This design comes from an exercise in tuning for small area and a short achievable clock period on the open sky130 flow, not from production work.
In this exercise RTL edits were held to simulation tests only and were not proved equivalent to the original.

==> flow/design.v (excerpt) <==
module sprite_addr_gen #(
  parameter  int N_SPRITES = 4,
  parameter  int COORD_W   = 10,
  parameter  int ADDR_W    = 20,
  parameter  int FRAME_W   = 4,
  parameter  int ANIM_DIV  = 8,
  localparam int ID_W      = (N_SPRITES > 1) ? $clog2(N_SPRITES) : 1
) (
  input  logic                           frame_Clk,
  input  logic                           Reset,
  input  logic [COORD_W-1:0]             DrawX,
  input  logic [COORD_W-1:0]             DrawY,
  input  logic                           vsync_tick,
  input  logic [N_SPRITES-1:0]           anim_enable,
  input  logic [N_SPRITES-1:0]           anim_restart,
  input  logic [N_SPRITES-1:0]           sprite_flip,
  input  logic [N_SPRITES*COORD_W-1:0]   sprite_X,
  input  logic [N_SPRITES*COORD_W-1:0]   sprite_Y,
  input  logic [N_SPRITES*COORD_W-1:0]   sprite_W,
  input  logic [N_SPRITES*COORD_W-1:0]   sprite_H,
  input  logic [N_SPRITES*ADDR_W-1:0]    base_addr,
  input  logic [N_SPRITES*FRAME_W-1:0]   frame_count,
  output logic                           sprite_on,
  output logic [ID_W-1:0]                sprite_id,
  output logic [ADDR_W-1:0]              spriteAddress,
  output logic [N_SPRITES*FRAME_W-1:0]   frame_idx
);
Size in the first run: ~330 I/O pins, ~14000 sq um of cells after synthesis.
export LEC_CHECK = 0
export ABC_AREA = 1
export CAP_MARGIN = 20
export CORE_MARGIN = 2
export CORE_UTILIZATION = 40
export SETUP_SLACK_MARGIN = 2
export SLEW_MARGIN = 20
export TNS_END_PERCENT = 5
create_clock -name core_clock -period 12.0 [get_ports {frame_Clk}]
standard.sh (not shown) runs the stock make flow with config.mk's settings and CLKGATE_MAP_FILE= SYNTH_SCRIPT=/design/flow/synth_recipe.tcl, a recipe that flattens the netlist after the stock synthesis.
==> flow/flow/run.sh <==
#!/bin/bash
# Standard ORFS layout (the standard.sh, standard synthesis unchanged), except that the
# port buffers that placement inserts on every input and output use sky130_fd_sc_hd__buf_1
# instead of the tool's default pick (clkdlybuf4s50_1, a slow delay cell).
# Each make step's full output goes to its own log in this folder; ORFS's per-step logs stay
# under orfs/logs/.
set -euo pipefail
bash standard.sh synth > synth.log 2>&1
bash standard.sh BUFFER_PORTS_ARGS="-buffer_cell sky130_fd_sc_hd__buf_1" finish > layout.log 2>&1
The first run went through all stages and came out clean.
Then changed:
CORE_UTILIZATION = 47   (was 40)
TNS_END_PERCENT = 10   (was 5)
After rerunning: The new run went through all stages and came out clean; cell count went up by 1.6%; core utilization rose by 13 points; hold slack barely changes; worst setup slack got worse by 0.21 ns; clock skew is about the same; final area rises by 7.5%.
Then changed:
CORE_UTILIZATION = 40   (was 47)
GPL_TIMING_DRIVEN = 0   (was not set)
What happened: Via count fell by 4.2%. Final area fell by 7.7%. Utilization fell by 13 points.
Then changed:
GPL_TIMING_DRIVEN = not set   (was 0)
TNS_END_PERCENT = not set   (was 10)
What happened: The new run finished clean. Global-route usage falls by 2.8 points. Routed wire length falls by 9.4%.
Then changed:
SETUP_SLACK_MARGIN = 3   (was 2)
TNS_END_PERCENT = 10   (was not set)
Worst setup slack gets worse by 0.035 ns.
Sequential share of layout area rises by 0.24 points.
First-iteration DRC count rises by about 12%.
Routed wire length rises by 4.4%.
Die area stays the same.

---

Starting RTL as in the previous note.
export LEC_CHECK = 0
export ABC_AREA = 1
export CAP_MARGIN = 20
export CORE_MARGIN = 2
export CORE_UTILIZATION = 40
export SETUP_SLACK_MARGIN = 2
export SLEW_MARGIN = 20
export TNS_END_PERCENT = 10
create_clock -name core_clock -period 12.0 [get_ports {frame_Clk}]
Scripts as last shown in full above: flow/flow/run.sh
Change:
==> flow/flow/run.sh (replaced) <==
#!/bin/bash
# Standard ORFS layout (the standard.sh, standard synthesis unchanged), except that:
#  - the port buffers that placement inserts on every input and output use
#    sky130_fd_sc_hd__buf_1 instead of the tool's default pick (clkdlybuf4s50_1);
#  - after global routing, ORFS's power-recovery step (repair_timing -recover_power)
#    downsizes gates off the critical paths.
# Each make step's full output goes to its own log in this folder; ORFS's per-step logs
# stay under orfs/logs/.
set -euo pipefail
bash standard.sh synth > synth.log 2>&1
bash standard.sh BUFFER_PORTS_ARGS="-buffer_cell sky130_fd_sc_hd__buf_1" RECOVER_POWER=100 finish > layout.log 2>&1
The changed run produced a clean layout.
Synthesized cell count is unchanged.
Routed wire length hardly moves.
Global-route usage stays the same.
Worst setup slack loses 0.36 ns.
Flip-flop and latch count is unchanged.
Die area is unchanged.
Core utilization stays flat.
Sequential share of layout area stays flat.
Maximum frequency came out lower by about 3.2%.

[separate check: timing with driven ports]
In the flow no input, the clock included, has a driving cell. The finished layouts below were timed again as built, in two steps.
Step 1 assumes that a clkbuf_16 drives the clock port and a buf_2 every other input.
Step 2 moves the port delays by t, midway between the first and last clock arrival at a register: inputs arrive t later, outputs are due t later. That takes back most of the time a late clock gives input paths.
a / b / c = ideal ports / drivers / drivers and shift; a / b = the first two.
run	t (ns)	slack for setup (ns)	hold WS [ns]	slew at the worst register clock pin (ns)
the first run of note 1	0.320	1.206 / 1.220 / 0.901	0.480 / 0.481 / 0.481	0.06 / 0.06
the second run of note 1	0.325	0.991 / 0.963 / 0.638	0.481 / 0.481 / 0.481	0.06 / 0.06
the third run of note 1	0.322	0.596 / 0.607 / 0.286	0.479 / 0.479 / 0.479	0.07 / 0.07
the fourth run of note 1	0.325	1.241 / 1.211 / 0.886	0.481 / 0.481 / 0.481	0.07 / 0.07
the fifth run of note 1	0.320	1.206 / 1.220 / 0.901	0.480 / 0.481 / 0.481	0.06 / 0.06
the first run of note 2	0.320	1.206 / 1.220 / 0.901	0.480 / 0.481 / 0.481	0.06 / 0.06
the second run of note 2	0.320	0.849 / 0.863 / 0.544	0.480 / 0.481 / 0.481	0.06 / 0.06
After both steps every run listed still meets setup and hold. The setup slack of the fourth run of note 1, which loses most, moves by -0.030 ns with the drivers and by -0.355 ns with both steps.
